This is an optimization exercise on Yosys and OpenROAD, whose aim is small area, not a production implementation. The RTL was checked by simulation tests, not by an equivalence proof against the original design. Power is estimated from default activity; no workload was simulated.

==> design/flow/config.mk <==
export PLATFORM = sky130hd
export DESIGN_NAME = programmable_pulse_generator
export DESIGN_NICKNAME = programmable_pulse_generator
export VERILOG_FILES = /design/flow/design.v
export SDC_FILE = /design/flow/constraint.sdc
export NUM_CORES = 4
export LEC_CHECK = 0
export CAP_MARGIN = 20
export CORE_MARGIN = 2
export CORE_UTILIZATION = 40
export CTS_BUF_LIST = sky130_fd_sc_hd__clkbuf_16
export CTS_CLUSTER_DIAMETER = 80
export CTS_CLUSTER_SIZE = 25
export PLACE_DENSITY = 0.8
export SLEW_MARGIN = 20
==> design/flow/constraint.sdc <==
create_clock -name core_clock -period 5.5 [get_ports {clk}]
set_input_delay 1.1000 -clock core_clock [delete_from_list [all_inputs] [get_ports {clk}]]
set_output_delay 1.1000 -clock core_clock [all_outputs]
set_load 0.01 [all_outputs]
==> design/flow/design.v <==
package pulse_gen_pkg;
    localparam int DEFAULT_CNT_W = 16;
    localparam logic [1:0] MODE_ONESHOT = 2'b00;
    localparam logic [1:0] MODE_BURST   = 2'b01;
    localparam logic [1:0] MODE_CONT    = 2'b10;
    localparam logic [1:0] MODE_GATED   = 2'b11;
    function automatic logic [DEFAULT_CNT_W-1:0] inc(input logic [DEFAULT_CNT_W-1:0] v);
        logic c;
        c = 1'b1;
        for (int i = 0; i < DEFAULT_CNT_W; i++) begin
            inc[i] = v[i] ^ c;
            c      = c & v[i];
        end
    endfunction
endpackage
module pulse_gen_channel #(
    parameter int CNT_W = pulse_gen_pkg::DEFAULT_CNT_W
) (
    input  logic             clk,
    input  logic             rst,
    input  logic             start,
    input  logic             stop,
    input  logic             gated,
    input  logic             per_le1,
    input  logic [CNT_W-1:0] nload_cnt,
    input  logic [CNT_W-1:0] nload_pl,
    input  logic [CNT_W-1:0] nwcl,
    input  logic [CNT_W-1:0] nlm1,
    output logic             pulse,
    output logic             busy,
    output logic             done
);
    logic             b, h, q, sl, lch, gact;
    logic [CNT_W-1:0] ncnt, nhq, nlq, npl;
    logic             idle, hi, cnt_hi0, pl_hi0, phase_end, fin, fire, gfire, rise, kill;
    logic             b_n, h_n, q_n;
    assign lch       = ~b & h & q;
    assign gact      = ~b & ~h & q;
    assign idle      = ~b & ~(h & q);
    assign hi        = b & h;
    assign cnt_hi0   = &ncnt[CNT_W-1:1];
    assign pl_hi0    = &npl[CNT_W-1:2];
    assign phase_end = cnt_hi0 & (ncnt[0] ^ hi);
    assign fin       = pl_hi0 & npl[1] & ~npl[0];
    assign rise      = start & sl;
    assign fire      = gact ? (pl_hi0 & npl[0]) : per_le1;
    assign gfire     = idle & gated & start & fire;
    assign kill      = rst | stop;
    logic             s_load, s_inc, s_lq, s_hq, pl_en, pl_step;
    logic [CNT_W-1:0] cnt_inc, pl_inc;
    assign s_load  = idle;
    assign s_inc   = ~idle & ~phase_end;
    assign s_lq    = ~idle & phase_end & hi;
    assign s_hq    = ~idle & phase_end & ~hi;
    assign pl_en   = idle | (hi & phase_end & ~(pl_hi0 & npl[1] & npl[0]));
    assign pl_step = ~idle | (gated & gact);
    assign cnt_inc = pulse_gen_pkg::inc(ncnt);
    assign pl_inc  = pulse_gen_pkg::inc(npl);
    always_comb begin
        if (b) begin
            b_n = ~(h & phase_end & fin);
            h_n = h ? (~phase_end | fin) : phase_end;
            q_n = 1'b0;
        end else if (lch) begin
            b_n = 1'b1;
            h_n = phase_end;
            q_n = 1'b0;
        end else begin
            b_n = gfire;
            h_n = gfire | (~gated & rise);
            q_n = ~gated ? rise : (start & ~fire);
        end
    end
    always_ff @(posedge clk) begin
        if (kill) begin
            b <= 1'b0;
            h <= 1'b0;
            q <= 1'b0;
        end else begin
            b <= b_n;
            h <= h_n;
            q <= q_n;
        end
        sl <= ~start & ~rst;
        ncnt <= ({CNT_W{s_load}} & nload_cnt) | ({CNT_W{s_inc}} & cnt_inc)
              | ({CNT_W{s_lq}} & nlq) | ({CNT_W{s_hq}} & nhq);
        if (idle) begin
            nhq <= nwcl;
            nlq <= nlm1;
        end
        if (pl_en) npl <= pl_step ? pl_inc : nload_pl;
    end
    assign pulse = hi;
    assign busy  = b;
    assign done  = ~b & h & ~q;
endmodule
module programmable_pulse_generator #(
    parameter int NUM_CH = 4,
    parameter int CNT_W  = pulse_gen_pkg::DEFAULT_CNT_W
) (
    input  logic              clk,
    input  logic              rst,
    input  logic [NUM_CH-1:0] start,
    input  logic [NUM_CH-1:0] stop,
    input  logic [1:0]        mode,
    input  logic [CNT_W-1:0]  delay_cfg,
    input  logic [CNT_W-1:0]  width_cfg,
    input  logic [CNT_W-1:0]  period_cfg,
    input  logic [CNT_W-1:0]  count_cfg,
    output logic [NUM_CH-1:0] pulse,
    output logic [NUM_CH-1:0] busy,
    output logic [NUM_CH-1:0] done
);
    logic             gated, per_le1;
    logic [CNT_W-1:0] wcl, lm1, load_cnt, load_pl;
    logic [CNT_W:0]   lc;
    assign gated   = (mode == pulse_gen_pkg::MODE_GATED);
    assign per_le1 = (period_cfg[CNT_W-1:1] == '0);
    assign wcl = {width_cfg[CNT_W-1:1], width_cfg[0] | (width_cfg == '0)};
    logic [CNT_W-1:0] pg, pp, gg, gp;
    assign pg = period_cfg & ~wcl;
    assign pp = period_cfg ^ ~wcl;
    always_comb begin
        gg = pg;
        gp = pp;
        for (int d = 1; d < CNT_W; d = d * 2)
            for (int i = 2 * d - 1; i < CNT_W; i = i + 2 * d) begin
                gg[i] = gg[i] | (gp[i] & gg[i-d]);
                gp[i] = gp[i] & gp[i-d];
            end
        for (int d = CNT_W / 4; d >= 1; d = d / 2)
            for (int i = 3 * d - 1; i < CNT_W; i = i + 2 * d) begin
                gg[i] = gg[i] | (gp[i] & gg[i-d]);
                gp[i] = gp[i] & gp[i-d];
            end
    end
    assign lc = {gg[CNT_W-1], pp ^ {gg[CNT_W-2:0], 1'b0}};
    assign lm1 = lc[CNT_W] ? lc[CNT_W-1:0] : '0;
    assign load_cnt = gated ? wcl : delay_cfg;
    assign load_pl  = gated ? {period_cfg[CNT_W-1:1], period_cfg[0] | (period_cfg == '0)}
                    : (mode == pulse_gen_pkg::MODE_BURST) ? {count_cfg[CNT_W-1:1], count_cfg[0] | (count_cfg == '0)}
                    : {{(CNT_W-1){1'b0}}, mode == pulse_gen_pkg::MODE_ONESHOT};
    for (genvar i = 0; i < NUM_CH; i++) begin : g_ch
        pulse_gen_channel #(
            .CNT_W(CNT_W)
        ) u_ch (
            .clk      (clk),
            .rst      (rst),
            .start    (start[i]),
            .stop     (stop[i]),
            .gated    (gated),
            .per_le1  (per_le1),
            .nload_cnt(~load_cnt),
            .nload_pl (~load_pl),
            .nwcl     (~wcl),
            .nlm1     (~lm1),
            .pulse    (pulse[i]),
            .busy     (busy[i]),
            .done     (done[i])
        );
    end
endmodule
==> design/flow/flow/run.sh <==
#!/bin/bash
# Standard layout (standard.sh) with these changes:
#  - synthesis maps logic with an area-oriented ABC script (flow/abc_area.script)
#    and leaves adders to ABC (no adder cell extraction); registers and their
#    names are untouched, only combinational logic is mapped differently;
#  - every input and output port gets the smallest buffer (buf_1);
#  - CTS (same settings as config.mk) inserts no dummy loads.
set -euo pipefail
rm -rf scripts_custom
cp -r "$FLOW_HOME/scripts" scripts_custom
cp flow/abc_area.script scripts_custom/abc_speed.script
export SCRIPTS_DIR="$PWD/scripts_custom"
export ADDER_MAP_FILE=
export BUFFER_PORTS_ARGS="-buffer_cell sky130_fd_sc_hd__buf_1"
export CTS_ARGS="-sink_clustering_enable -repair_clock_nets -sink_clustering_size 25 -sink_clustering_max_diameter 80 -buf_list sky130_fd_sc_hd__clkbuf_16 -dont_use_dummy_load"
bash standard.sh > standard_flow.log 2>&1
==> design/flow/flow/abc_area.script <==
&get -n
&st
&dch
&nf -R 1000
&st
&dch
&nf -R 1000
&put
topo
stime -c
==> design/flow/standard.sh <==
#!/bin/bash
# synth_recipe.tcl (not shown) runs the flow's synth.tcl, then flattens the netlist and writes it again
# the make line also repeats each setting of config.mk as NAME=value (left out here)
make -C /OpenROAD-flow-scripts/flow DESIGN_CONFIG=/design/flow/config.mk WORK_HOME=/design/flow/orfs CLKGATE_MAP_FILE= SYNTH_SCRIPT=/design/flow/synth_recipe.tcl "${@:-finish}"
==> run summary, run 1 <==
endpoints failing setup 0; GRT busiest layer met2; I/O pins 88; status complete, no violations; Synth Flop Type edfxtp_1; fraction of layout cells with a size suffix above 1 ~3.1%; top cells by area, synth edfxtp_1 46%, dfxtp_1 13%, o21ai_0 4.4%; Fmax 222 MHz; Buffers on Ports between 80 and 90; clock latency on the worst-skew pair between 0.4 and 0.5 ns; Ys Warns 2; antenna diode count 0; Initial Util around two fifths; cts bufs inserted 14; DR WL/cell 20.5 µm; Leak approximately 4.8 nW; HP Class reg -> reg; VDD IR-drop max approximately 0.18 mV; met3 Usage GRT approximately 3.5%; syn nets 1,283; Async S/R FF share, synth 0%; via/cell ratio about 6.1; GRT Total Usage between 20% and 30%; MaxCap Viol Count 0; final setup margin slightly below 1 ns; post-route clock skew between 0.01 and 0.015 ns; first-pass GRT wire length 55.1 mm; layout overhead on the synthesized area 10.1%; Hold Buf Count CTS 0; DR iter-0 viols 1,107; Avg Inst Size Synth 10.5 µm²; top cell type's share of synthesized area between 40 and 50%; die height ~180 µm; Multi-input gate area between 5000 and 6000 µm²; Final Hold Slack 0.464 ns; Routed WL ~35 mm; cts repair resizes 0; Yosys reg bits roughly 270; Critical Path RT 5.70 ns; CORE AREA roughly 31,000 µm²; DP Worst Slack 0.558 ns; EDFF count, synth ~190; final worst-path cycle share 82.1%; Post-CTS Setup Bufs 0; Final Hold Violating Endpoints 0; sequential cell area between 7000 and 8000 µm²; routed vias 10,400; clock root cell clkbuf_16; pwr dens roughly 280 nW/µm²; critical path class in -> reg; arrival time at the worst endpoint roughly 4.7 ns; largest net degree at the start of global routing 50; Max-Slew Margin vs Limit 31.7%; nets between 1,000 and 1,500; total power about 0.0040 W; Max clock buf depth 3; distinct cell type count after synthesis 49; routability congestion estimate 0.930; die width between 150 and 200 µm; Syn Inst Count ~1,200; CTS tree yes; number of fill cells in the layout a little under 3,000; Least-Margin Pin Slew around 1.0 ns; die area between 30,000 and 40,000 µm²; antenna viol nets, final 0; CP startpoint kind input port; total clock sinks around 270; initial antenna violation count 1; GRT met2 Usage roughly 34%; Worst Path Max Fanout 4; met1 usage between 20% and 30%; Mapped Area 12,700 µm²; cell taking the most area after synthesis edfxtp_1; Residual DRC 0; Pins Over Slew Limit 0; remaining global-route overflow 0; Setup TNS 0 ns; vias in the first global route between 9,000 and 10,000; DR pass1 iterations 5; Reg clk slew, reported paths 0.10 ns; Setup crit end kind flip-flop; Seq/Total Area, Yosys between 50% and 60%; CTS H-tree depth 1; # rows between 60 and 70; DP Wirelength 25.6 mm; post-layout min period 4.51 ns; RSZ-0062 raised after global routing no
==> metal layers <==
layer | wire length, µm | vias to the layer above
li1 | - | 4812
met1 | 14000 | 4906
met2 | 16300 | 635
met3 | 3690 | 78
met4 | 1250 | 2
met5 | 11 | -
==> stage by stage <==
step                      instance area, µm²  util [%]  cells
after floorplan                        12700         -   1207
after global placement                 13600      43.3   1705
after detailed placement               13600      43.3   1705
after CTS                              13900      44.4   1719
after global routing                   13900      44.4   1720
final                                  13900      44.4   1720
==> cell type report <==
class | instances | share of cell area, %
sequential | 272 | 52.8
timing repair buffer | 109 | 3.52
clock buffer | 14 | 2.51
inverter | 32 | 0.861
tap | 402 | 3.61
multi-input combinational | 891 | 36.7
==> synthesized netlist by cell type (11+ instances only) <==
cell type,number
a21oi_1,100
a22o_1,29
a22oi_1,34
a31oi_1,14
and2_0,15
and3_1,40
buf_4,12
clkinv_1,32
dfxtp_1,80
edfxtp_1,192
mux2i_1,20
nand2_1,147
nand3_1,54
nand4_1,27
nor2_1,90
nor2b_1,11
nor3_1,22
nor4_1,18
o21ai_0,112
o22ai_1,15
o31ai_1,15
xnor2_1,36
xor2_1,18
==> power breakdown <==
part / total, W / switching, W / internal [W]
sequential: 0.00250 / 0.000124 / 0.00238
clock: 0.00107 / 0.000611 / 0.000460
combinational: 0.000401 / 0.000247 / 0.000155
total: 0.00397 / 0.000981 / 0.00299
==> cells by family (layout without fill, tap and decap cells) <==
family          count (synthesis)  after routing  synth area share (%)
simple gates                  452            452                  17.1
compound gates                362            362                  17.6
flops                         272            272                  58.1
xor+xnor                       54             54                  3.73
buf+inv                        44            155                  1.66
mux                            20             20                  1.58
fa+ha+maj                       3              3                 0.237
==> path summary, 6_finish.rpt <==
kind         cells after the start  slack (ns)                              to                     startpoint
min                              2        0.46    g_ch[1].u_ch.ncnt[9]$_DFF_P_  g_ch[1].u_ch.nhq[9]$_DFFE_PP_
max                             13        0.99  g_ch[3].u_ch.nlq[15]$_DFFE_PP_                   width_cfg[5]
max reg2reg                      6        2.40   g_ch[3].u_ch.npl[4]$_DFFE_PP_   g_ch[3].u_ch.ncnt[3]$_DFF_P_
min reg2reg                      2        0.46    g_ch[1].u_ch.ncnt[9]$_DFF_P_  g_ch[1].u_ch.nhq[9]$_DFFE_PP_
==> worst max-delay path, cell delays in order <==
cell and delay (ns):
buf_1 0.12, nor4_1 0.66, buf_4 0.23, a41oi_1 0.23, and3_1 0.26, a21oi_1 0.19, o311ai_0 0.25, a211oi_1 0.27
buf_4 0.17, o21ai_0 0.16, a311oi_1 0.42, nor2b_1 0.11, o21ai_0 0.53
==> flip-flops by register name, indices dropped and copies added (netlist names) <==
name	cells
g_ch.u_ch.ncnt	64
g_ch.u_ch.nhq	64
g_ch.u_ch.nlq	64
g_ch.u_ch.npl	64
g_ch.u_ch.b	4
g_ch.u_ch.h	4
g_ch.u_ch.q	4
g_ch.u_ch.sl	4
==> placed cells by master (no fill, tap or decap), types with 18 or more instances in the layout <==
cell / netlist / final
clkinv_1: 32 / 32
edfxtp_1: 192 / 192
nand3_1: 54 / 54
o21ai_0: 112 / 111
xnor2_1: 36 / 36
buf_4: 12 / 22
a22o_1: 29 / 29
nor4_1: 18 / 18
nor2_1: 90 / 90
nand4_1: 27 / 27
a21oi_1: 100 / 99
and3_1: 40 / 40
mux2i_1: 20 / 20
nor3_1: 22 / 18
dfxtp_1: 80 / 80
xor2_1: 18 / 18
buf_1: 0 / 87
nand2_1: 147 / 147
a22oi_1: 34 / 34
==> run 2: changes to the inputs <==
--- a/design/flow/config.mk
+++ b/design/flow/config.mk
@@ -7,3 +7,3 @@
 export LEC_CHECK = 0
-export CAP_MARGIN = 20
+export CAP_MARGIN = 0
 export CORE_MARGIN = 2
@@ -13,3 +13,2 @@
 export CTS_CLUSTER_SIZE = 25
-export PLACE_DENSITY = 0.8
-export SLEW_MARGIN = 20
+export SLEW_MARGIN = 0
==> run summary, run 2 <==
largest net degree at the start of global routing 50; vias in the first global route 9,473; total power 0.00407 W; Synth Flop Type edfxtp_1; antenna diode count 0; Worst Path Max Fanout 15; most frequent cells in the layout 192 x edfxtp_1, 147 x nand2_1, 111 x o21ai_0, 99 x a21oi_1, 90 x nor2_1; status complete, no violations; syn nets ~1,300; Setup crit end kind flip-flop; # rows between 60 and 70; post-route clock skew 0.0645 ns; Routed WL about 37 mm; Pins Over Slew Limit 0; antenna viol nets, final 0; remaining global-route overflow 0; I/O pins about 90; most frequent cell after synthesis edfxtp_1; Final Hold Violating Endpoints 0; DR pass1 iterations 5; clock latency on the worst-skew pair roughly 0.52 ns; DR WL/cell between 20 and 25 µm; post-layout min period ~4.3 ns; CORE AREA 31,400 µm²; Avg Inst Size Synth ~10 µm²; Max-Slew Margin vs Limit between 15 and 20%; final worst-path cycle share roughly four fifths; Fmax 231 MHz; top cells by count, synth 192 x edfxtp_1, 147 x nand2_1, 112 x o21ai_0; Least-Margin Pin Slew 1.25 ns; Worst R2R Setup Slack around 2.4 ns; Hold Buf Count CTS 0; wire length on met2 16.4 mm; Mapped Area about 13,000 µm²; critical path class in -> reg; R2R Path End g_ch[2].u_ch.npl[9]$_DFFE_PP_; Residual DRC 0; Leak between 4 and 5 nW; Yosys reg bits roughly 270; Setup TNS 0 ns; top cell type's share of synthesized area between 40 and 50%; Critical Path RT about 5.8 ns; pwr dens about 290 nW/µm²; Seq/Total Area, Yosys between 50% and 60%; GRT Total Usage between 20% and 30%; initial antenna violation count 0; CTS tree yes; crit path capture g_ch[0].u_ch.nlq[0]$_DFFE_PP_; MaxCap Viol Count 0; Syn Inst Count around 1,200; total clock sinks 272; arrival time at the worst endpoint around 4.7 ns; top layer in use met4; CTS H-tree depth 1; Initial Util just over 40%; Buffers on Ports 87; DP Worst Slack around 0.67 ns; Worst Setup SP width_cfg[13]; die width between 150 and 200 µm; first-pass GRT wire length 56.4 mm; DR iter-0 viols between 1,000 and 1,500; distinct cell type count after synthesis 49; via/cell ratio 5.93; M1 WL 16.9 mm; DP Wirelength around 27 mm; endpoints failing setup 0; Max clock buf depth 3; cell taking the most area after synthesis edfxtp_1; R2R cell count 5; Reg clk slew, reported paths 0.10 ns; cts bufs inserted 16; cts repair resizes 0; layout overhead on the synthesized area 10.6%; top cells by area, synth edfxtp_1 46%, dfxtp_1 13%, o21ai_0 4.4%; RSZ-0062 raised after global routing no; fraction of layout cells with a size suffix above 1 roughly 3.4%; CP startpoint kind input port; Ys Warns 2; HP Class reg -> reg; routability congestion estimate roughly 0.85; EDFF count, synth ~190; Post-CTS Setup Bufs 0; VDD IR-drop max about 0.20 mV; die height about 180 µm; met3 routed WL about 2.8 mm; die area roughly 33,000 µm²; routed vias just over 10,000; final setup margin between 1 and 1.5 ns; clock root cell clkbuf_16; Async S/R FF share, synth 0%; RR Startpoint g_ch[2].u_ch.ncnt[11]$_DFF_P_; nets ~1,400; most common cell after layout, fill and taps aside edfxtp_1
==> run 2: area by class of cell <==
cell class                      instances  area, µm²
Tap cell                              402        503
Sequential cell                       272       7370
Clock buffer                           16        400
Timing Repair Buffer                  108        484
Multi-Input combinational cell        891       5130
Fill cell                            3038      17400
Inverter                               32        120
==> run 2: worst min-delay path by stage <==
stage / start / slack [ns] / cells after the start / endpoint
after floorplan: g_ch[3].u_ch.nhq[4]$_DFFE_PP_ / 0.41 / 2 / g_ch[3].u_ch.ncnt[4]$_DFF_P_
after detailed placement: g_ch[3].u_ch.nhq[4]$_DFFE_PP_ / 0.43 / 2 / g_ch[3].u_ch.ncnt[4]$_DFF_P_
final: g_ch[3].u_ch.nhq[4]$_DFFE_PP_ / 0.44 / 2 / g_ch[3].u_ch.ncnt[4]$_DFF_P_
after global routing: g_ch[3].u_ch.nhq[6]$_DFFE_PP_ / 0.45 / 2 / g_ch[3].u_ch.ncnt[6]$_DFF_P_
after global placement: g_ch[3].u_ch.nhq[4]$_DFFE_PP_ / 0.42 / 2 / g_ch[3].u_ch.ncnt[4]$_DFF_P_
after CTS: g_ch[3].u_ch.nhq[6]$_DFFE_PP_ / 0.44 / 2 / g_ch[3].u_ch.ncnt[6]$_DFF_P_
==> run 2: worst max-delay path, cell delays in order <==
cell      delay, ns
buf_1          0.14
nor4_1         0.61
a41oi_1        0.34
and3_1         0.25
a21oi_1        0.20
o311ai_0       0.27
a211oi_1       0.31
buf_4          0.18
o21ai_0        0.13
a311oi_1       0.36
nor2b_1        0.11
nor3_1         0.18
a21oi_1        0.06
buf_4          0.21
nand3_1        0.19
==> run 2: report_power, final <==
| part | internal [W] | switching, W | total, W |
|---|---|---|---|
| clock | 0.000522 | 0.000643 | 0.00117 |
| combinational | 0.000156 | 0.000254 | 0.000410 |
| sequential | 0.00238 | 0.000120 | 0.00250 |
==> run 2: stage by stage <==
stage	cell area [µm²]	utilization [%]	instances	hold WS, ns
floorplan	12700	-	1207	0.408
global placement	13600	43.4	1705	0.420
detailed placement	13600	43.4	1705	0.426
CTS	14000	44.6	1721	0.445
global route	14000	44.6	1721	0.452
finish	14000	44.6	1721	0.441
==> run 2: metal layers <==
layer  vias to the layer above  track usage [%]
met3                        53             3.33
met5                         -                0
li1                       4808                -
met4                         0             5.84
met1                      4926             32.6
met2                       410             34.4
==> run 2: kinds of logic (layout without fill, tap and decap cells) <==
group	count (synthesis)	after routing	share of synthesized area, %
XOR/XNOR	54	54	3.73
multiplexers	20	20	1.58
buffers and inverters	44	156	1.66
AND/OR/NAND/NOR	452	452	17.1
flip-flops	272	272	58.1
AO/OA/AOI/OAI	362	362	17.6
adder cells (fa/ha/maj)	3	3	0.237
==> run 3: changes to the inputs <==
--- a/design/flow/flow/run.sh
+++ b/design/flow/flow/run.sh
@@ -14,3 +14,3 @@
 export BUFFER_PORTS_ARGS="-buffer_cell sky130_fd_sc_hd__buf_1"
-export CTS_ARGS="-sink_clustering_enable -repair_clock_nets -sink_clustering_size 25 -sink_clustering_max_diameter 80 -buf_list sky130_fd_sc_hd__clkbuf_16 -dont_use_dummy_load"
+export CTS_ARGS="-sink_clustering_enable -repair_clock_nets -sink_clustering_size 20 -sink_clustering_max_diameter 80 -buf_list \"sky130_fd_sc_hd__clkbuf_8 sky130_fd_sc_hd__clkbuf_16\" -dont_use_dummy_load"
 bash standard.sh > standard_flow.log 2>&1
--- a/design/flow/config.mk
+++ b/design/flow/config.mk
@@ -7,8 +7,9 @@
 export LEC_CHECK = 0
-export CAP_MARGIN = 0
+export CAP_MARGIN = 20
 export CORE_MARGIN = 2
 export CORE_UTILIZATION = 40
-export CTS_BUF_LIST = sky130_fd_sc_hd__clkbuf_16
+export CTS_BUF_LIST = sky130_fd_sc_hd__clkbuf_8 sky130_fd_sc_hd__clkbuf_16
 export CTS_CLUSTER_DIAMETER = 80
-export CTS_CLUSTER_SIZE = 25
-export SLEW_MARGIN = 0
+export CTS_CLUSTER_SIZE = 20
+export PLACE_DENSITY = 0.8
+export SLEW_MARGIN = 20
==> run summary, run 3 <==
Worst Path Max Fanout 15; final setup margin 0.908 ns; remaining global-route overflow 0; final worst-path cycle share around 83%; distinct cell type count after synthesis 49; Critical Path, Cell by Cell buf_1 > nor4_1 > buf_4 > a41oi_1 > and3_1 > a21oi_1 > o311ai_0 > a211oi_1 > buf_4 > o21ai_0 > a311oi_1 > nor2b_1 > nor3_1 > a21oi_1 > buf_4 > nand3_1; die height 182 µm; Seq/Total Area, Yosys 58.1%; Final Core Density between 40 and 50%; CTS H-tree depth 1; DP Wirelength approximately 26 mm; MaxCap Viol Count 0; GRT met2 Usage between 30 and 40%; pwr dens around 290 nW/µm²; CP dominant cell by count buf_4; Initial Util approximately two fifths; slowest stage delay, CP between 0.6 and 0.7 ns; Leak 4.80 nW; Hold Buf Count CTS 0; cts repair resizes 0; Yosys reg bits ~270; Least-Margin Pin Slew about 1 ns; Mapped Area around 13,000 µm²; GRT Total Usage around a fifth; top cell type's share of synthesized area between 40% and 50%; clock latency on the worst-skew pair approximately 0.50 ns; die area around 33,000 µm²; number of fill cells in the layout roughly 2,900; syn nets between 1,000 and 1,500; DP Worst Slack between 0.5 and 0.6 ns; Setup TNS 0 ns; Max stage delay cell, worst path nor4_1; RR Startpoint g_ch[3].u_ch.ncnt[3]$_DFF_P_; Worst R2R Setup Slack roughly 2.4 ns; DR pass1 iterations 5; DR iter-0 viols around 1,300; Avg Inst Size Synth approximately 10 µm²; largest net degree at the start of global routing 50; vias in the first global route 9,929; post-layout min period ~4.6 ns; Pins Over Slew Limit 0; status complete, no violations; R2R cell count 6; GRT busiest layer met2; Worst Hold End g_ch[1].u_ch.ncnt[2]$_DFF_P_; Synth Flop Type edfxtp_1; post-route clock skew 0.0354 ns; most common cell after layout, fill and taps aside edfxtp_1; via/cell ratio a little over 6; Final Hold Slack 0.437 ns; most frequent cell after synthesis edfxtp_1; Post-CTS Setup Bufs 0; initial antenna violation count 1; Setup crit end kind flip-flop; critical path class in -> reg; layout overhead on the synthesized area 10.7%; met3 Usage GRT under 10%; Residual DRC 0; Syn Inst Count between 1,000 and 1,500; RSZ-0062 raised after global routing no; EDFF count, synth between 150 and 200; top cells by area, synth edfxtp_1 46%, dfxtp_1 13%, o21ai_0 4.4%; HP Class reg -> reg; I/O pins 88; CP startpoint kind input port; routability congestion estimate just over 0.9; # rows 65; Buffers on Ports 87; clock root cell clkbuf_16; dpl cells about 1,700; Max clock buf depth 3; min-delay src g_ch[1].u_ch.nhq[2]$_DFFE_PP_; met1 usage between 20% and 30%; first-pass GRT wire length ~56 mm; cts bufs inserted 17; fraction of layout cells with a size suffix above 1 roughly 3.3%; VDD IR-drop max about 0.26 mV; antenna viol nets, final 0; Critical Path RT 5.82 ns; Async S/R FF share, synth 0%; routed vias 10,500; cell taking the most area after synthesis edfxtp_1; R2R Path End g_ch[3].u_ch.npl[11]$_DFFE_PP_; Fmax between 200 and 250 MHz; DR WL/cell roughly 21 µm; Reg clk slew, reported paths about 0.080 ns; endpoints failing setup 0; Routed WL ~36 mm; fin cells ~1,700; arrival time at the worst endpoint between 4 and 5 ns; die width 182 µm; total clock sinks 272; nets about 1,400; antenna diode count 0; top cells by count, synth 192 x edfxtp_1, 147 x nand2_1, 112 x o21ai_0; Final Hold Violating Endpoints 0; Ys Warns 2; Max-Slew Margin vs Limit approximately a third; Hold Crit Depth 2; CORE AREA 31,400 µm²; CTS tree yes; most frequent cells in the layout 192 x edfxtp_1, 147 x nand2_1, 111 x o21ai_0, 99 x a21oi_1, 90 x nor2_1
## run 3: metrics by stage
step	total power [W]	cell area [µm²]
finish	0.00410	14000
global route	0.00423	14000
CTS	0.00409	14000
detailed placement	0.00293	13600
global placement	0.00291	13600
floorplan	0.00275	12700
## run 3: routing by layer
| metal | vias up | share of wire [%] | wire length (µm) |
|---|---|---|---|
| met2 | 631 | 46 | 16500 |
| li1 | 4813 | - | - |
| met1 | 4964 | 40 | 14400 |
| met3 | 80 | 9.8 | 3480 |
| met4 | 2 | 3.5 | 1240 |
| met5 | - | 0.051 | 18 |
## run 3: cells by family (layout without fill, tap and decap cells)
logic type / Yosys count / after routing / share of synthesized area, %
AO/OA/AOI/OAI: 362 / 362 / 17.6
XOR/XNOR: 54 / 54 / 3.73
adder cells (fa/ha/maj): 3 / 3 / 0.237
buffers and inverters: 44 / 158 / 1.66
flip-flops: 272 / 272 / 58.1
multiplexers: 20 / 20 / 1.58
AND/OR/NAND/NOR: 452 / 452 / 17.1
## run 3: how the worst max path moves through the flow
stage | from | endpoint | slack, ns
finish | width_cfg[5] | g_ch[0].u_ch.nlq[0]$_DFFE_PP_ | 0.91
global route | width_cfg[4] | g_ch[3].u_ch.nlq[15]$_DFFE_PP_ | 0.70
CTS | width_cfg[5] | g_ch[3].u_ch.nlq[15]$_DFFE_PP_ | 0.99
detailed placement | width_cfg[5] | g_ch[0].u_ch.nlq[0]$_DFFE_PP_ | 0.56
global placement | width_cfg[2] | g_ch[0].u_ch.nlq[0]$_DFFE_PP_ | 0.66
floorplan | width_cfg[4] | g_ch[0].u_ch.nlq[12]$_DFFE_PP_ | 1.34
## run 3: worst max-delay path, delay by kind of cell
| family | cells | cell delay, ns |
|---|---|---|
| AOI/OAI and AO/OA | 7 | 1.63 |
| buffers and inverters | 4 | 0.75 |
| and+or+nand+nor | 5 | 1.43 |
## run 3: where the power goes
part / switching [W] / leakage, nW / internal, W
registers: 0.000123 / 2.54 / 0.00238
clock network: 0.000644 / 0.209 / 0.000553
logic: 0.000249 / 2.06 / 0.000155
## run 3: cell type report
type | count | area, µm² | share of cell area [%]
clock buffers | 17 | 425 | 3.03
inverters | 32 | 120 | 0.856
multi-input cells | 891 | 5120 | 36.5
flip-flops and latches | 272 | 7370 | 52.5
well taps | 402 | 503 | 3.59
repair buffers | 109 | 492 | 3.51
==> run 4: changes to the inputs <==
--- a/design/flow/flow/run.sh
+++ b/design/flow/flow/run.sh
@@ -14,3 +14,3 @@
 export BUFFER_PORTS_ARGS="-buffer_cell sky130_fd_sc_hd__buf_1"
-export CTS_ARGS="-sink_clustering_enable -repair_clock_nets -sink_clustering_size 20 -sink_clustering_max_diameter 80 -buf_list \"sky130_fd_sc_hd__clkbuf_8 sky130_fd_sc_hd__clkbuf_16\" -dont_use_dummy_load"
+export CTS_ARGS="-sink_clustering_enable -repair_clock_nets -sink_clustering_size 10 -sink_clustering_max_diameter 40 -buf_list sky130_fd_sc_hd__clkbuf_4 -dont_use_dummy_load"
 bash standard.sh > standard_flow.log 2>&1
--- a/design/flow/config.mk
+++ b/design/flow/config.mk
@@ -10,5 +10,5 @@
 export CORE_UTILIZATION = 40
-export CTS_BUF_LIST = sky130_fd_sc_hd__clkbuf_8 sky130_fd_sc_hd__clkbuf_16
-export CTS_CLUSTER_DIAMETER = 80
-export CTS_CLUSTER_SIZE = 20
+export CTS_BUF_LIST = sky130_fd_sc_hd__clkbuf_4
+export CTS_CLUSTER_DIAMETER = 40
+export CTS_CLUSTER_SIZE = 10
 export PLACE_DENSITY = 0.8
==> run summary, run 4 <==
Reg clk slew, reported paths 0.11 ns; Worst Setup SP width_cfg[5]; top cells by area, synth edfxtp_1 46%, dfxtp_1 13%, o21ai_0 4.4%; syn nets approximately 1,300; post-route clock skew approximately 0.058 ns; Ys Warns 2; Setup crit end kind flip-flop; Fmax approximately 230 MHz; routed vias 10,500; Post-CTS Setup Bufs 0; critical path class in -> reg; Yosys reg bits approximately 270; Async S/R FF share, synth 0%; Max stage delay cell, worst path nor4_1; post-layout min period between 4 and 5 ns; Hold Buf Count CTS 0; Synth Flop Type edfxtp_1; slowest stage delay, CP 0.69 ns; clock latency on the worst-skew pair around 0.63 ns; routability congestion estimate slightly above 0.9; top cell type's share of synthesized area between 40 and 50%; cell taking the most area after synthesis edfxtp_1; min-delay src g_ch[1].u_ch.nlq[3]$_DFFE_PP_; final setup margin about 1.1 ns; arrival time at the worst endpoint between 4 and 5 ns; most common cell after layout, fill and taps aside edfxtp_1; clock root cell clkbuf_4; Residual DRC 0; I/O pins 88; Least-Margin Pin Slew 1.01 ns; most frequent cells in the layout 192 x edfxtp_1, 147 x nand2_1, 111 x o21ai_0, 99 x a21oi_1, 90 x nor2_1; vias in the first global route around 10,000; top cells by count, synth 192 x edfxtp_1, 147 x nand2_1, 112 x o21ai_0; cts repair resizes 0; die height 182 µm; # rows 65; layout overhead on the synthesized area 9.42%; Seq/Total Area, Yosys between 50% and 60%; die area around 33,000 µm²; CTS tree yes; via/cell ratio around 6.0; Max-Slew Margin vs Limit 31.8%; total clock sinks approximately 270; DP Worst Slack between 0.5 and 0.6 ns; DR pass1 iterations 6; Routed WL between 30 and 40 mm; endpoints failing setup 0; Syn Inst Count about 1,200; Pins Over Slew Limit 0; XOR/XNOR share of the synthesized area 3.73%; Critical Path, Cell by Cell buf_1 > nor4_1 > buf_4 > a41oi_1 > and3_1 > a21oi_1 > o311ai_0 > a211oi_1 > buf_4 > o21ai_0 > a311oi_1 > nor2b_1 > o21ai_0; Final Hold Slack 0.449 ns; Max clock buf depth 3; DR iter-0 viols between 1,000 and 1,500; Worst Path Max Fanout 4; DR WL/cell ~20 µm; mux cell area share after synthesis 1.58%; final worst-path cycle share about four fifths; GRT Total Usage 21.5%; status complete, no violations; EDFF count, synth ~190; Buffers on Ports between 80 and 90; simple-gate area share of the yosys netlist around 17%; antenna viol nets, final 0; VDD IR-drop max about 0.2 mV; first-pass GRT wire length 55.7 mm; Leak approximately 4.8 nW; fraction of layout cells with a size suffix above 1 4.63%; combinational family with the most area after synthesis compound AO/OA/AOI/OAI gates; most frequent cell after synthesis edfxtp_1; pwr dens around 280 nW/µm²; MaxCap Viol Count 0; DP Wirelength ~26 mm; cts bufs inserted 35; initial antenna violation count 1; die width approximately 180 µm; distinct cell type count after synthesis 49; CTS H-tree depth 2; Final Hold Violating Endpoints 0; Critical Path RT between 5 and 6 ns; RR Startpoint g_ch[3].u_ch.ncnt[3]$_DFF_P_; Setup TNS 0 ns; Mapped Area ~13,000 µm²; CP startpoint kind input port; Avg Inst Size Synth ~10 µm²; Synth Area in Compound Gates between 15 and 20%; remaining global-route overflow 0; nets around 1,400; HP Class reg -> reg; largest net degree at the start of global routing 50; post-synthesis adder-cell area fraction less than 1%; RSZ-0062 raised after global routing no; Initial Util 40.4%; CORE AREA between 30,000 and 40,000 µm²
## run 4: cell counts after synthesis
Identical to the previous run, type by type.
## run 4: logic make-up (layout without fill, tap and decap cells)
group / Yosys count / in the layout
muxes: 20 / 20
buffers and inverters: 44 / 176
other: 0 / 1
adders and majority gates: 3 / 3
xor gates and xnor gates: 54 / 54
and+or+nand+nor: 452 / 452
DFF: 272 / 272
AOI/OAI and AO/OA: 362 / 362
## run 4: cell type report
cell class	instances	area [µm²]
repair buffers	109	492
fillers	2904	17500
diodes	1	2.50
inverters	32	120
multi-input cells	891	5120
clock buffers	35	263
flip-flops and latches	272	7370
well taps	402	503
## run 4: critical path: cells and delay by family
family                 cells  cell delay (ns)
AND/OR/NAND/NOR            3             1.06
buffers and inverters      3             0.52
AO/OA/AOI/OAI              7             2.06
## run 4: metal layers
metal | wire length (µm) | vias to the layer above | GRT usage, %
met1 | 14300 | 4955 | 29.3
met5 | 0 | - | 0
met4 | 1320 | 0 | 8.71
met2 | 16200 | 611 | 34.0
met3 | 3670 | 89 | 3.85
li1 | - | 4863 | -
## run 4: power by group
group / total, W / internal [W] / switching, W / leakage, nW
logic: 0.000402 / 0.000155 / 0.000247 / 2.06
clock network: 0.000930 / 0.000295 / 0.000635 / 0.161
registers: 0.00250 / 0.00238 / 0.000123 / 2.54
## run 4: path summary, 6_finish.rpt
kind	endpoint	slack, ns	cells past startpoint
min	g_ch[1].u_ch.ncnt[3]$_DFF_P_	0.45	2
min reg2reg	g_ch[1].u_ch.ncnt[3]$_DFF_P_	0.45	2
max	g_ch[3].u_ch.nlq[15]$_DFFE_PP_	1.06	13
max reg2reg	g_ch[3].u_ch.npl[13]$_DFFE_PP_	2.40	6
## run 4: per-stage QoR
step                      area, µm²  power, W  cells  utilization [%]
final                         13900   0.00383   1742             44.2
after global routing          13900   0.00398   1742             44.2
after CTS                     13900   0.00383   1740             44.1
after detailed placement      13600   0.00293   1705             43.3
after global placement        13600   0.00291   1705             43.3
after floorplan               12700   0.00275   1207                -
==> run 5: changes to the inputs <==
--- a/design/flow/flow/run.sh
+++ b/design/flow/flow/run.sh
@@ -14,3 +14,3 @@
 export BUFFER_PORTS_ARGS="-buffer_cell sky130_fd_sc_hd__buf_1"
-export CTS_ARGS="-sink_clustering_enable -repair_clock_nets -sink_clustering_size 10 -sink_clustering_max_diameter 40 -buf_list sky130_fd_sc_hd__clkbuf_4 -dont_use_dummy_load"
+export CTS_ARGS="-sink_clustering_enable -repair_clock_nets -sink_clustering_size 16 -sink_clustering_max_diameter 60 -buf_list sky130_fd_sc_hd__clkbuf_8 -dont_use_dummy_load"
 bash standard.sh > standard_flow.log 2>&1
--- a/design/flow/config.mk
+++ b/design/flow/config.mk
@@ -10,6 +10,7 @@
 export CORE_UTILIZATION = 40
-export CTS_BUF_LIST = sky130_fd_sc_hd__clkbuf_4
-export CTS_CLUSTER_DIAMETER = 40
-export CTS_CLUSTER_SIZE = 10
+export CTS_BUF_LIST = sky130_fd_sc_hd__clkbuf_8
+export CTS_CLUSTER_DIAMETER = 60
+export CTS_CLUSTER_SIZE = 16
 export PLACE_DENSITY = 0.8
 export SLEW_MARGIN = 20
+export SYNTH_HIERARCHICAL = 1
==> run summary, run 5 <==
status complete, no violations; fin cells approximately 1,700; via/cell ratio between 6 and 7; post-route clock skew 0.0327 ns; Fmax 217 MHz; clock latency on the worst-skew pair between 0.5 and 0.6 ns; final worst-path cycle share a little over four fifths; fraction of layout cells with a size suffix above 1 approximately 3.6%; Placed Area between 10,000 and 15,000 µm²; Leak slightly above 5 nW; GRT Total Usage a little over a fifth; crit-path leading delay family compound AO/OA/AOI/OAI gates; HP Class reg -> reg; routed vias 10,600; Synth Flop Type edfxtp_1; nets around 1,400; cts bufs inserted 21; critical path class in -> reg; DP Wirelength around 27 mm; DR pass1 iterations 6; VDD IR-drop max just over 0.2 mV; Avg Inst Size Synth 10.4 µm²; die area between 30,000 and 40,000 µm²; top cell type's share of synthesized area about 46%; Async S/R FF share, synth 0%; top cells by count, synth 211 x nand2_1, 192 x edfxtp_1, 87 x nor2_1, 87 x o21ai_0, 83 x a21oi_1; layout overhead on the synthesized area 10.5%; slowest stage delay, CP 0.54 ns; # rows 65; RSZ-0062 raised after global routing no; arrival time at the worst endpoint 4.86 ns; number of fill cells in the layout 2,881; cts repair resizes 0; Yosys reg bits around 270; largest net degree at the start of global routing 52; DR WL/cell 21.1 µm; I/O pins between 80 and 90; Worst Path Max Fanout 14; Setup crit end kind flip-flop; post-layout min period 4.60 ns; Max stage delay cell, worst path or4_1; EDFF count, synth about 190; most frequent cell after synthesis nand2_1; most frequent cells in the layout 211 x nand2_1, 192 x edfxtp_1, 87 x nor2_1, 87 x o21ai_0, 87 x buf_1; MaxCap Viol Count 0; CTS H-tree depth 1; CTS tree yes; initial antenna violation count 3; Critical Path, Cell by Cell buf_1 > nor4_1 > a41oi_1 > and3_1 > a21oi_1 > o311ai_0 > buf_4 > a31oi_1 > or4_1 > o311ai_0 > a311oi_1 > or2_0 > a21oi_1 > buf_4 > nand3b_1; distinct cell type count after synthesis 38; die width approximately 180 µm; Seq/Total Area, Yosys between 50 and 60%; fin area 14,000 µm²; Syn Inst Count 1,217; total clock sinks between 200 and 300; top cells by area, synth edfxtp_1 46%, dfxtp_1 13%, nand2_1 6.3%; pwr dens 279 nW/µm²; syn nets 1,293; CORE AREA roughly 31,000 µm²; Reg clk slew, reported paths 0.10 ns; dpl cells between 1,500 and 2,000; Ys Warns 8; Max-Slew Margin vs Limit between 30% and 40%; die height ~180 µm; DP Worst Slack 0.568 ns; Max clock buf depth 3; Hold Buf Count CTS 0; cell taking the most area after synthesis edfxtp_1; Routed WL 36.8 mm; routability congestion estimate 0.996; final setup margin 0.898 ns; vias in the first global route between 10,000 and 15,000; antenna viol nets, final 0; DR iter-0 viols 1,242; endpoints failing setup 0; Critical Path RT about 5.8 ns; Residual DRC 0; remaining global-route overflow 0; Setup TNS 0 ns; Worst Path Buf+Inv 3; Post-CTS Setup Bufs 0; clock root cell clkbuf_8; Buffers on Ports 87; Final Hold Violating Endpoints 0; CP startpoint kind input port; Initial Util between 40 and 50%; Pins Over Slew Limit 0; most common cell after layout, fill and taps aside nand2_1; Mapped Area 12,600 µm²; Least-Margin Pin Slew about 0.95 ns; first-pass GRT wire length 56.6 mm
[run 5: cell count changes in the layout (fill, tap and decap cells not counted), moves of 9 or more]
cell and delta:
clkbuf_4 -35, xnor2_1 -11, clkbuf_8 +21, a22oi_1 +17, a22o_1 -25, and3_1 -10
o31ai_1 +21, o22ai_1 -15, a222oi_1 +16, o21ai_0 -24, nand3_1 -14, clkinv_1 +9
a21oi_1 -20, nand2_1 +64
[run 5: area by class of cell]
class	count	area, µm²	area share (%)
Inverter	41	154	1.10
Timing Repair Buffer	106	469	3.36
Multi-Input combinational cell	904	5170	37.0
Sequential cell	272	7370	52.8
Clock buffer	21	289	2.07
Tap cell	402	503	3.60
Antenna cell	2	5.00	0.0359
[run 5: per-stage QoR]
stage	total power, W	utilization [%]	hold WS [ns]
detailed placement	0.00293	43.5	0.448
global route	0.00402	44.5	0.489
finish	0.00389	44.6	0.467
CTS	0.00388	44.5	0.469
global placement	0.00292	43.5	0.444
floorplan	0.00275	-	0.426
[run 5: worst register-to-register path, stage by stage (launching register included)]
cell,delay [ns]
dfxtp_1,0.42
clkinv_1,0.14
nand2_1,0.25
clkinv_1,0.64
buf_4,0.46
a222oi_1,0.49
o31ai_1,0.16
[run 5: path summary, 6_finish.rpt]
| check | start | to | slack (ns) | cells after the start |
|---|---|---|---|---|
| setup reg to reg | g_ch[2].u_ch.b$_SDFF_PP0_ | g_ch[2].u_ch.ncnt[11]$_DFF_P_ | 2.80 | 6 |
| hold reg to reg | g_ch[0].u_ch.nlq[8]$_DFFE_PP_ | g_ch[0].u_ch.ncnt[8]$_DFF_P_ | 0.47 | 2 |
| hold / removal | g_ch[0].u_ch.nlq[8]$_DFFE_PP_ | g_ch[0].u_ch.ncnt[8]$_DFF_P_ | 0.47 | 2 |
| setup / recovery | width_cfg[14] | g_ch[0].u_ch.nlq[2]$_DFFE_PP_ | 0.90 | 15 |
[run 5: power by group]
part / internal, W / leakage (nW) / switching, W / total (W)
sequential: 0.00238 / 2.54 / 0.000117 / 0.00249
clock: 0.000344 / 0.151 / 0.000641 / 0.000986
combinational: 0.000150 / 2.37 / 0.000261 / 0.000411
[run 5: cells by family after synthesis]
| family | after synthesis | share of synthesized area, % |
|---|---|---|
| AND/OR/NAND/NOR | 497 | 18.2 |
| AO/OA/AOI/OAI | 342 | 17.6 |
| flip-flops | 272 | 58.4 |
| XOR/XNOR | 47 | 3.26 |
| buffers and inverters | 41 | 1.22 |
| multiplexers | 15 | 1.19 |
| adder cells (fa/ha/maj) | 3 | 0.238 |
[run 5: per-layer routing]
metal  vias to the layer above  part of all wire (%)  track usage (%)
li1                       4885                     -                -
met4                         0                   2.3             5.07
met3                        78                    12             6.90
met5                         -                     0                0
met1                      5033                    39             28.5
met2                       601                    46             35.7
==> run 6: changes to the inputs <==
--- a/design/flow/config.mk
+++ b/design/flow/config.mk
@@ -15,2 +15 @@
 export SLEW_MARGIN = 20
-export SYNTH_HIERARCHICAL = 1
==> run summary, run 6 <==
Max-Slew Margin vs Limit about a third; DP Worst Slack between 0.5 and 0.6 ns; VDD IR-drop max around 0.16 mV; Leak about 4.7 nW; top cells by area, synth edfxtp_1 46%, dfxtp_1 13%, o21ai_0 4.4%; Pins Over Slew Limit 0; clock latency on the worst-skew pair roughly 0.55 ns; Sw Ratio about a quarter; Worst Path Buf+Inv 3; most common cell after layout, fill and taps aside edfxtp_1; # rows between 60 and 70; die width about 180 µm; Critical Path RT approximately 5.8 ns; Reg clk slew, reported paths 0.10 ns; top cells by count, synth 192 x edfxtp_1, 147 x nand2_1, 112 x o21ai_0; status complete, no violations; DR WL/cell 20.5 µm; antenna diode count 0; crit-path leading delay family compound AO/OA/AOI/OAI gates; most frequent cell after synthesis edfxtp_1; Routed WL about 35 mm; endpoints failing setup 0; top cell type's share of synthesized area about 46%; Max stage delay cell, worst path nor4_1; Max clock buf depth 3; Ys Warns 2; first-pass GRT wire length approximately 55 mm; Least-Margin Pin Slew roughly 1.0 ns; vias in the first global route 9,865; Final Hold Violating Endpoints 0; final setup margin roughly 1.0 ns; syn nets approximately 1,300; clock root cell clkbuf_8; Final Core Density roughly 44%; switching power approximately 0.00099 W; Clock Power Share between 20% and 30%; Final Hold Slack between 0.4 and 0.5 ns; Hold Buf Count CTS 0; cts repair resizes 0; DR iter-0 viols about 1,200; Syn Inst Count between 1,000 and 1,500; I/O pins between 80 and 90; die height approximately 180 µm; RSZ-0062 raised after global routing no; HP Class reg -> reg; CTS tree yes; layout overhead on the synthesized area 9.61%; Post-CTS Setup Bufs 0; Seq/Total Area, Yosys 58.1%; Buffers on Ports 87; GRT Total Usage 21.1%; Synth Flop Type edfxtp_1; Fmax approximately 220 MHz; total clock sinks around 270; MaxCap Viol Count 0; post-route clock skew roughly 0.042 ns; Critical Path, Cell by Cell buf_1 > nor4_1 > buf_4 > a41oi_1 > and3_1 > a21oi_1 > o311ai_0 > a211oi_1 > buf_4 > o21ai_0 > a311oi_1 > nor2b_1 > o21ai_0; cell taking the most area after synthesis edfxtp_1; slowest stage delay, CP a little under 0.7 ns; Residual DRC 0; distinct cell type count after synthesis 49; routability congestion estimate around 0.93; die area 33,100 µm²; routed vias roughly 10,000; largest net degree at the start of global routing 50; internal power around 0.0029 W; arrival time at the worst endpoint 4.73 ns; most frequent cells in the layout 192 x edfxtp_1, 147 x nand2_1, 111 x o21ai_0, 99 x a21oi_1, 90 x nor2_1; critical path class in -> reg; remaining global-route overflow 0; Async S/R FF share, synth 0%; DR pass1 iterations 6; via/cell ratio 6.05; post-layout min period between 4 and 5 ns; total power ~0.0039 W; pwr dens around 280 nW/µm²; fraction of layout cells with a size suffix above 1 ~3.6%; Gate power share a little over a tenth; cts bufs inserted 21; Setup TNS 0 ns; Avg Inst Size Synth roughly 10 µm²; Yosys reg bits between 200 and 300; Flop pwr share about two thirds; CP startpoint kind input port; CORE AREA roughly 31,000 µm²; DP Wirelength around 26 mm; Initial Util 40.4%; EDFF count, synth ~190; final worst-path cycle share 81.0%; Mapped Area approximately 13,000 µm²; Worst Path Max Fanout 4; nets ~1,400; initial antenna violation count 0; Setup crit end kind flip-flop; CTS H-tree depth 1; antenna viol nets, final 0
[run 6: cell types whose count changed after synthesis, sizes merged, moves of 9 or more]
cell,change
nand2,-64
a22o,+25
o21ai,+25
o31ai,-21
a21oi,+17
a22oi,-17
a222oi,-16
o22ai,+15
nand3,+14
buf,+12
xnor2,+11
and3,+10
clkinv,-9
[run 6: cells by family (layout without fill, tap and decap cells)]
| logic type | count (synthesis) | count (layout) | share of synthesized area, % |
|---|---|---|---|
| simple gates | 452 | 452 | 17.1 |
| flops | 272 | 272 | 58.1 |
| xor+xnor | 54 | 54 | 3.73 |
| fa+ha+maj | 3 | 3 | 0.237 |
| compound gates | 362 | 362 | 17.6 |
| buf+inv | 44 | 162 | 1.66 |
| mux | 20 | 20 | 1.58 |
[run 6: worst register-to-register path, stage by stage, from the launching register on]
cell and delay, ns:
dfxtp_1 0.41, nand4_1 0.14, or3_1 0.39, nor4_1 0.26, and3_1 0.75, o21ai_0 0.20, nand2_1 0.58
[run 6: cell type report]
| class | count | area [µm²] |
|---|---|---|
| fillers | 2890 | 17500 |
| flip-flops and latches | 272 | 7370 |
| multi-input cells | 891 | 5120 |
| well taps | 402 | 503 |
| repair buffers | 109 | 492 |
| clock buffers | 21 | 289 |
| inverters | 32 | 120 |
[run 6: path summary, 6_finish.rpt]
kind	start	endpoint	slack, ns	cells past startpoint
hold reg to reg	g_ch[1].u_ch.nhq[2]$_DFFE_PP_	g_ch[1].u_ch.ncnt[2]$_DFF_P_	0.44	2
setup reg to reg	g_ch[3].u_ch.ncnt[3]$_DFF_P_	g_ch[3].u_ch.npl[8]$_DFFE_PP_	2.38	6
setup / recovery	width_cfg[5]	g_ch[3].u_ch.nlq[15]$_DFFE_PP_	1.04	13
hold / removal	g_ch[1].u_ch.nhq[2]$_DFFE_PP_	g_ch[1].u_ch.ncnt[2]$_DFF_P_	0.44	2
[run 6: power groups by stage]
stage	Sequential, W	Combinational, W	Clock, W
floorplan	0.00249	0.000256	0
finish	0.00250	0.000401	0.000961
detailed placement	0.00254	0.000392	0
global placement	0.00254	0.000378	0
global route	0.00252	0.000443	0.00103
CTS	0.00250	0.000394	0.000964
[run 6: metrics by stage]
step | cells | area (µm²)
final | 1727 | 13900
after CTS | 1726 | 13900
after global routing | 1727 | 13900
after floorplan | 1207 | 12700
after global placement | 1705 | 13600
after detailed placement | 1705 | 13600
[run 6: layer usage]
layer  routed length [µm]  share of wire, %  global-route usage [%]  vias up
met1                14200                40                    28.8     4928
met2                16200                46                    33.5      617
met5                    0                 0                       0        -
met4                 1300               3.7                    8.58        0
li1                     -                 -                       -     4822
met3                 3740                11                    3.67       83
==> run 7: changes to the inputs <==
--- a/design/flow/config.mk
+++ b/design/flow/config.mk
@@ -13,3 +13,3 @@
 export CTS_CLUSTER_SIZE = 16
-export PLACE_DENSITY = 0.8
+export PLACE_DENSITY = 0.9
 export SLEW_MARGIN = 20
==> run summary, run 7 <==
Max clock buf depth 3; EDFF count, synth 192; wire length on met2 ~16 mm; clock root cell clkbuf_8; antenna diode count 0; largest net degree at the start of global routing 48; CORE AREA 31,400 µm²; RSZ-0062 raised after global routing no; die width between 150 and 200 µm; pwr dens 277 nW/µm²; Setup TNS 0 ns; total clock sinks 272; R2R cell count 6; Final Hold Violating Endpoints 0; Pins Over Slew Limit 0; post-route clock skew roughly 0.022 ns; Final Core Density ~44%; final setup margin about 0.54 ns; Hold Buf Count CTS 0; die height 182 µm; Leak around 4.7 nW; DP Wirelength roughly 26 mm; syn nets roughly 1,300; dpl cells approximately 1,700; CTS H-tree depth 1; nets approximately 1,400; Async S/R FF share, synth 0%; I/O pins slightly below 90; top cell type's share of synthesized area a little under half; GRT Total Usage 20.5%; top cells by area, synth edfxtp_1 46%, dfxtp_1 13%, o21ai_0 4.4%; Least-Margin Pin Slew 1.07 ns; Worst R2R Setup Slack 2.33 ns; top cells by count, synth 192 x edfxtp_1, 147 x nand2_1, 112 x o21ai_0; endpoints failing setup 0; final worst-path cycle share around nine tenths; first-pass GRT wire length ~54 mm; CP startpoint kind input port; Avg Inst Size Synth roughly 10 µm²; Worst Setup SP width_cfg[2]; Worst Path Max Fanout 12; crit path capture g_ch[0].u_ch.nlq[4]$_DFFE_PP_; DR WL/cell 20.5 µm; Fmax 202 MHz; cts repair resizes 0; critical path class in -> reg; distinct cell type count after synthesis roughly 50; Max-Slew Margin vs Limit ~28%; fin cells around 1,700; VDD IR-drop max between 0.2 and 0.25 mV; RR Startpoint g_ch[3].u_ch.ncnt[11]$_DFF_P_; Initial Util between 40 and 50%; clock latency on the worst-skew pair ~0.54 ns; most common cell after layout, fill and taps aside edfxtp_1; routability congestion estimate 0.946; via/cell ratio a little over 6; most frequent cell after synthesis edfxtp_1; post-layout min period 4.96 ns; cts bufs inserted 20; status complete, no violations; Buffers on Ports between 80 and 90; Seq/Total Area, Yosys between 50% and 60%; most frequent cells in the layout 192 x edfxtp_1, 147 x nand2_1, 111 x o21ai_0, 99 x a21oi_1, 90 x nor2_1; Critical Path RT 5.70 ns; antenna viol nets, final 0; met3 routed WL roughly 4.2 mm; routed vias 10,700; Residual DRC 0; Synth Flop Type edfxtp_1; MaxCap Viol Count 0; cell taking the most area after synthesis edfxtp_1; Routed WL around 35 mm; CTS tree yes; top layer in use met5; vias in the first global route 10,100; layout overhead on the synthesized area 9.58%; DP Worst Slack about 0.11 ns; DR pass1 iterations 6; remaining global-route overflow 0; Setup crit end kind flip-flop; Reg clk slew, reported paths 0.09 ns; # rows 65; HP Class reg -> reg; DR iter-0 viols roughly 1,600; Ys Warns 2; Syn Inst Count 1,207; fraction of layout cells with a size suffix above 1 3.56%; initial antenna violation count 1; Yosys reg bits roughly 270; M1 WL about 13 mm; die area 33,100 µm²; R2R Path End g_ch[3].u_ch.npl[7]$_DFFE_PP_; arrival time at the worst endpoint between 5 and 6 ns; Post-CTS Setup Bufs 0; Mapped Area roughly 13,000 µm²
-- run 7: final cells by class --
type                            count  area, µm²
Multi-Input combinational cell    891       5140
Inverter                           32        120
Timing Repair Buffer              107        477
Tap cell                          402        503
Sequential cell                   272       7370
Clock buffer                       20        275
Fill cell                        2815      17500
-- run 7: power breakdown --
group / internal [W] / switching [W] / total, W
logic: 0.000155 / 0.000253 / 0.000408
registers: 0.00238 / 0.000123 / 0.00250
clock network: 0.000329 / 0.000607 / 0.000936
-- run 7: metrics by stage --
| stage | total power, W | cell area (µm²) | hold slack [ns] |
|---|---|---|---|
| floorplan | 0.00275 | 12700 | 0.408 |
| global placement | 0.00291 | 13600 | 0.414 |
| detailed placement | 0.00294 | 13600 | 0.429 |
| CTS | 0.00383 | 13900 | 0.448 |
| global route | 0.00396 | 13900 | 0.470 |
| finish | 0.00385 | 13900 | 0.445 |
-- run 7: metal layers --
metal,vias up,GRT usage (%)
li1,4814,-
met1,4953,26.1
met2,805,33.9
met3,136,3.19
met4,2,10.6
met5,-,0
-- run 7: critical path, cell delays in order --
cell and delay [ns]:
buf_1 0.42, nor4_1 0.15, a41oi_1 0.37, and3_1 0.21, a21oi_1 0.06, o311ai_0 0.58
a211oi_1 0.23, o21ai_0 0.40, a311oi_1 0.20, nor2b_1 0.18, nor3_1 0.07, a21oi_1 0.82
nand3_1 0.34
-- run 7: logic make-up after synthesis --
group	count (synthesis)	share of synthesized area, %
buffers and inverters	44	1.66
AOI/OAI and AO/OA	362	17.6
muxes	20	1.58
adders and majority gates	3	0.237
xor gates and xnor gates	54	3.73
and+or+nand+nor	452	17.1
DFF	272	58.1
-- run 7: how the worst min path moves through the flow --
stage / end / start / slack (ns) / cells after the start
final: g_ch[3].u_ch.ncnt[5]$_DFF_P_ / g_ch[3].u_ch.nlq[5]$_DFFE_PP_ / 0.45 / 2
after CTS: g_ch[3].u_ch.ncnt[5]$_DFF_P_ / g_ch[3].u_ch.nlq[5]$_DFFE_PP_ / 0.45 / 2
after detailed placement: g_ch[3].u_ch.ncnt[5]$_DFF_P_ / g_ch[3].u_ch.nlq[5]$_DFFE_PP_ / 0.43 / 2
after floorplan: g_ch[3].u_ch.ncnt[4]$_DFF_P_ / g_ch[3].u_ch.nhq[4]$_DFFE_PP_ / 0.41 / 2
after global routing: g_ch[3].u_ch.ncnt[5]$_DFF_P_ / g_ch[3].u_ch.nlq[5]$_DFFE_PP_ / 0.47 / 2
after global placement: g_ch[3].u_ch.ncnt[4]$_DFF_P_ / g_ch[3].u_ch.nhq[4]$_DFFE_PP_ / 0.41 / 2
==> run 8: changes to the inputs <==
--- a/design/flow/design.v
+++ b/design/flow/design.v
@@ -6,8 +6,8 @@
     localparam logic [1:0] MODE_GATED   = 2'b11;
-    function automatic logic [DEFAULT_CNT_W-1:0] inc(input logic [DEFAULT_CNT_W-1:0] v);
-        logic c;
-        c = 1'b1;
+    function automatic logic [DEFAULT_CNT_W-1:0] dec(input logic [DEFAULT_CNT_W-1:0] v);
+        logic b;
+        b = 1'b1;
         for (int i = 0; i < DEFAULT_CNT_W; i++) begin
-            inc[i] = v[i] ^ c;
-            c      = c & v[i];
+            dec[i] = v[i] ^ b;
+            b      = b & ~v[i];
         end
@@ -24,6 +24,6 @@
     input  logic             per_le1,
-    input  logic [CNT_W-1:0] nload_cnt,
-    input  logic [CNT_W-1:0] nload_pl,
-    input  logic [CNT_W-1:0] nwcl,
-    input  logic [CNT_W-1:0] nlm1,
+    input  logic [CNT_W-1:0] load_cnt,
+    input  logic [CNT_W-1:0] load_pl,
+    input  logic [CNT_W-1:0] wcl,
+    input  logic [CNT_W-1:0] lm1,
     output logic             pulse,
@@ -33,3 +33,3 @@
     logic             b, h, q, sl, lch, gact;
-    logic [CNT_W-1:0] ncnt, nhq, nlq, npl;
+    logic [CNT_W-1:0] cnt, hq, lq, pl;
     logic             idle, hi, cnt_hi0, pl_hi0, phase_end, fin, fire, gfire, rise, kill;
@@ -40,8 +40,8 @@
     assign hi        = b & h;
-    assign cnt_hi0   = &ncnt[CNT_W-1:1];
-    assign pl_hi0    = &npl[CNT_W-1:2];
-    assign phase_end = cnt_hi0 & (ncnt[0] ^ hi);
-    assign fin       = pl_hi0 & npl[1] & ~npl[0];
+    assign cnt_hi0   = ~|cnt[CNT_W-1:1];
+    assign pl_hi0    = ~|pl[CNT_W-1:2];
+    assign phase_end = cnt_hi0 & (cnt[0] == hi);
+    assign fin       = pl_hi0 & ~pl[1] & pl[0];
     assign rise      = start & sl;
-    assign fire      = gact ? (pl_hi0 & npl[0]) : per_le1;
+    assign fire      = gact ? (pl_hi0 & ~pl[0]) : per_le1;
     assign gfire     = idle & gated & start & fire;
@@ -49,3 +49,3 @@
     logic             s_load, s_inc, s_lq, s_hq, pl_en, pl_step;
-    logic [CNT_W-1:0] cnt_inc, pl_inc;
+    logic [CNT_W-1:0] cnt_dec, pl_dec;
     assign s_load  = idle;
@@ -54,6 +54,6 @@
     assign s_hq    = ~idle & phase_end & ~hi;
-    assign pl_en   = idle | (hi & phase_end & ~(pl_hi0 & npl[1] & npl[0]));
+    assign pl_en   = idle | (hi & phase_end & ~(pl_hi0 & ~pl[1] & ~pl[0]));
     assign pl_step = ~idle | (gated & gact);
-    assign cnt_inc = pulse_gen_pkg::inc(ncnt);
-    assign pl_inc  = pulse_gen_pkg::inc(npl);
+    assign cnt_dec = pulse_gen_pkg::dec(cnt);
+    assign pl_dec  = pulse_gen_pkg::dec(pl);
     always_comb begin
@@ -84,9 +84,9 @@
         sl <= ~start & ~rst;
-        ncnt <= ({CNT_W{s_load}} & nload_cnt) | ({CNT_W{s_inc}} & cnt_inc)
-              | ({CNT_W{s_lq}} & nlq) | ({CNT_W{s_hq}} & nhq);
+        cnt <= ({CNT_W{s_load}} & load_cnt) | ({CNT_W{s_inc}} & cnt_dec)
+             | ({CNT_W{s_lq}} & lq) | ({CNT_W{s_hq}} & hq);
         if (idle) begin
-            nhq <= nwcl;
-            nlq <= nlm1;
+            hq <= wcl;
+            lq <= lm1;
         end
-        if (pl_en) npl <= pl_step ? pl_inc : nload_pl;
+        if (pl_en) pl <= pl_step ? pl_dec : load_pl;
     end
@@ -152,6 +152,6 @@
             .per_le1  (per_le1),
-            .nload_cnt(~load_cnt),
-            .nload_pl (~load_pl),
-            .nwcl     (~wcl),
-            .nlm1     (~lm1),
+            .load_cnt (load_cnt),
+            .load_pl  (load_pl),
+            .wcl      (wcl),
+            .lm1      (lm1),
             .pulse    (pulse[i]),
--- a/design/flow/config.mk
+++ b/design/flow/config.mk
@@ -13,3 +13,3 @@
 export CTS_CLUSTER_SIZE = 16
-export PLACE_DENSITY = 0.9
+export PLACE_DENSITY = 0.8
 export SLEW_MARGIN = 20
==> run summary, run 8 <==
antenna viol nets, final 0; EDFF count, synth 192; clock root cell clkbuf_8; DR WL/cell between 20 and 25 µm; CTS tree yes; RSZ-0062 raised after global routing no; Least-Margin Pin Slew roughly 1.1 ns; Max stage delay cell, worst path o311ai_0; CP startpoint kind input port; Ys Warns 2; initial antenna violation count 5; Final Core Density ~45%; Routed WL approximately 38 mm; cell taking the most area after synthesis edfxtp_1; I/O pins around 90; HP Class reg -> reg; Post-CTS Setup Bufs 0; Setup crit end kind flip-flop; Buffers on Ports between 80 and 90; die height 181 µm; Critical Path, Cell by Cell buf_1 > nor4_1 > buf_4 > a41oi_1 > and2_0 > a21oi_1 > o311ai_0 > a211oi_1 > nor2_1 > nand4_1 > nand3_1 > and3_1 > o31ai_2 > buf_4 > nor3b_1; Final Hold Violating Endpoints 0; Flop pwr share approximately 64%; # rows 64; Avg Inst Size Synth between 10 and 15 µm²; endpoints failing setup 0; total clock sinks ~270; Yosys reg bits between 200 and 300; remaining global-route overflow 0; VDD IR-drop max ~0.17 mV; vias in the first global route roughly 9,700; DR pass1 iterations 6; Sw Ratio 25.9%; die width between 150 and 200 µm; Mapped Area between 10,000 and 15,000 µm²; routability congestion estimate around 0.94; switching power 0.00100 W; first-pass GRT wire length about 57 mm; Pins Over Slew Limit 0; most frequent cells in the layout 192 x edfxtp_1, 156 x nor2_1, 112 x o21ai_0, 87 x buf_1, 80 x dfxtp_1; CORE AREA a little over 30,000 µm²; Setup TNS 0 ns; arrival time at the worst endpoint between 5 and 6 ns; nets approximately 1,300; MaxCap Viol Count 0; GRT Total Usage between 20% and 30%; final setup margin 0.491 ns; Leak approximately 4.7 nW; post-route clock skew between 0.04 and 0.05 ns; top cell type's share of synthesized area ~46%; CP dominant cell by count buf_4; Worst Path Buf+Inv 3; layout overhead on the synthesized area 10.2%; routed vias between 10,000 and 15,000; internal power roughly 0.0029 W; top cells by count, synth 192 x edfxtp_1, 157 x nor2_1, 118 x o21ai_0; DR iter-0 viols about 1,600; Syn Inst Count between 1,000 and 1,500; status complete, no violations; crit-path leading delay family compound AO/OA/AOI/OAI gates; post-layout min period 5.01 ns; Clock Power Share between 20% and 30%; Seq/Total Area, Yosys about three fifths; distinct cell type count after synthesis 51; Initial Util 40.9%; Reg clk slew, reported paths 0.10 ns; Hold Buf Count CTS 0; DP Worst Slack 0.206 ns; critical path class in -> reg; largest net degree at the start of global routing 37; most common cell after layout, fill and taps aside edfxtp_1; Gate power share ~11%; Worst Path Max Fanout 14; Async S/R FF share, synth 0%; most frequent cell after synthesis edfxtp_1; clock latency on the worst-skew pair 0.56 ns; die area around 33,000 µm²; syn nets roughly 1,200; final worst-path cycle share 91.1%; Final Hold Slack between 0.4 and 0.5 ns; Max-Slew Margin vs Limit approximately a quarter; CTS H-tree depth 1; Fmax approximately 200 MHz; top cells by area, synth edfxtp_1 46%, dfxtp_1 13%, o21ai_0 4.7%; via/cell ratio between 6 and 7; cts repair resizes 0; Residual DRC 0; slowest stage delay, CP around 0.91 ns; DP Wirelength about 27 mm; Synth Flop Type edfxtp_1; pwr dens about 280 nW/µm²; fraction of layout cells with a size suffix above 1 under 10%; Max clock buf depth 3; Critical Path RT about 5.8 ns; cts bufs inserted 20
run 8: cell types whose count changed after synthesis, moves of 22 or more:
| cell | change |
|---|---|
| nand3_1 | -42 |
| nor2_1 | +67 |
| a21oi_1 | -47 |
| a221oi_1 | +24 |
| a22oi_1 | -24 |
| and3_1 | -34 |
| nor4_1 | +22 |
| nand2_1 | -84 |
run 8: metrics by stage:
stage | std cells | area, µm² | total power, W
after floorplan | 1143 | 12600 | 0.00277
after global placement | 1643 | 13600 | 0.00293
after detailed placement | 1643 | 13600 | 0.00296
after CTS | 1663 | 13800 | 0.00386
after global routing | 1665 | 13900 | 0.00399
final | 1665 | 13900 | 0.00388
run 8: layer usage:
metal | routed length, µm | global-route usage, % | up-vias
met5 | 25 | 0 | -
met4 | 1650 | 9.27 | 4
met3 | 5020 | 5.58 | 107
met2 | 17100 | 35.6 | 658
met1 | 14500 | 30.1 | 4917
li1 | - | - | 4639
run 8: power by group through the flow:
stage | Combinational [W] | Sequential [W] | Clock, W
6_report | 0.000434 | 0.00249 | 0.000949
5_1_grt | 0.000472 | 0.00251 | 0.00101
4_1_cts | 0.000425 | 0.00249 | 0.000949
3_5_place_dp | 0.000422 | 0.00253 | 0
3_3_place_gp | 0.000407 | 0.00253 | 0
2_1_floorplan | 0.000275 | 0.00249 | 0
run 8: cell families (layout without fill, tap and decap cells):
group           count (synthesis)  in the layout  synth area share (%)
other cells                     0              2                     0
fa+ha+maj                       3              3                 0.239
flops                         272            272                  58.6
compound gates                331            331                  17.0
buf+inv                        34            158                  1.37
simple gates                  392            392                  14.9
mux                            20             20                  1.60
xor+xnor                       91             91                  6.34
run 8: final cells by class:
class | count | area, µm²
Multi-Input combinational cell | 837 | 5080
Sequential cell | 272 | 7370
Fill cell | 2862 | 16900
Timing Repair Buffer | 116 | 544
Tap cell | 396 | 495
Clock buffer | 20 | 275
Inverter | 22 | 82.6
Antenna cell | 2 | 5.00
run 8: final timing paths:
kind | startpoint | to | slack (ns) | depth (start not counted)
max reg2reg | g_ch[2].u_ch.cnt[6]$_DFF_P_ | g_ch[2].u_ch.pl[13]$_DFFE_PP_ | 1.69 | 6
min | g_ch[2].u_ch.lq[4]$_DFFE_PP_ | g_ch[2].u_ch.cnt[4]$_DFF_P_ | 0.44 | 2
min reg2reg | g_ch[2].u_ch.lq[4]$_DFFE_PP_ | g_ch[2].u_ch.cnt[4]$_DFF_P_ | 0.44 | 2
max | width_cfg[11] | g_ch[3].u_ch.lq[4]$_DFFE_PP_ | 0.49 | 15
run 8: tightest hold or removal path, stage by stage (launching register included):
cell      delay [ns]
edfxtp_1        0.33
nand2_1         0.04
nand2_1         0.04

Re-timed with assumed drivers on the ports (clkbuf_16 on the clock, buf_2 on other inputs), run 8 has 0.515 ns of setup slack against 0.491 ns with ideal ports, and -0.074 ns once port delays also move by the mid clock arrival of 0.589 ns.
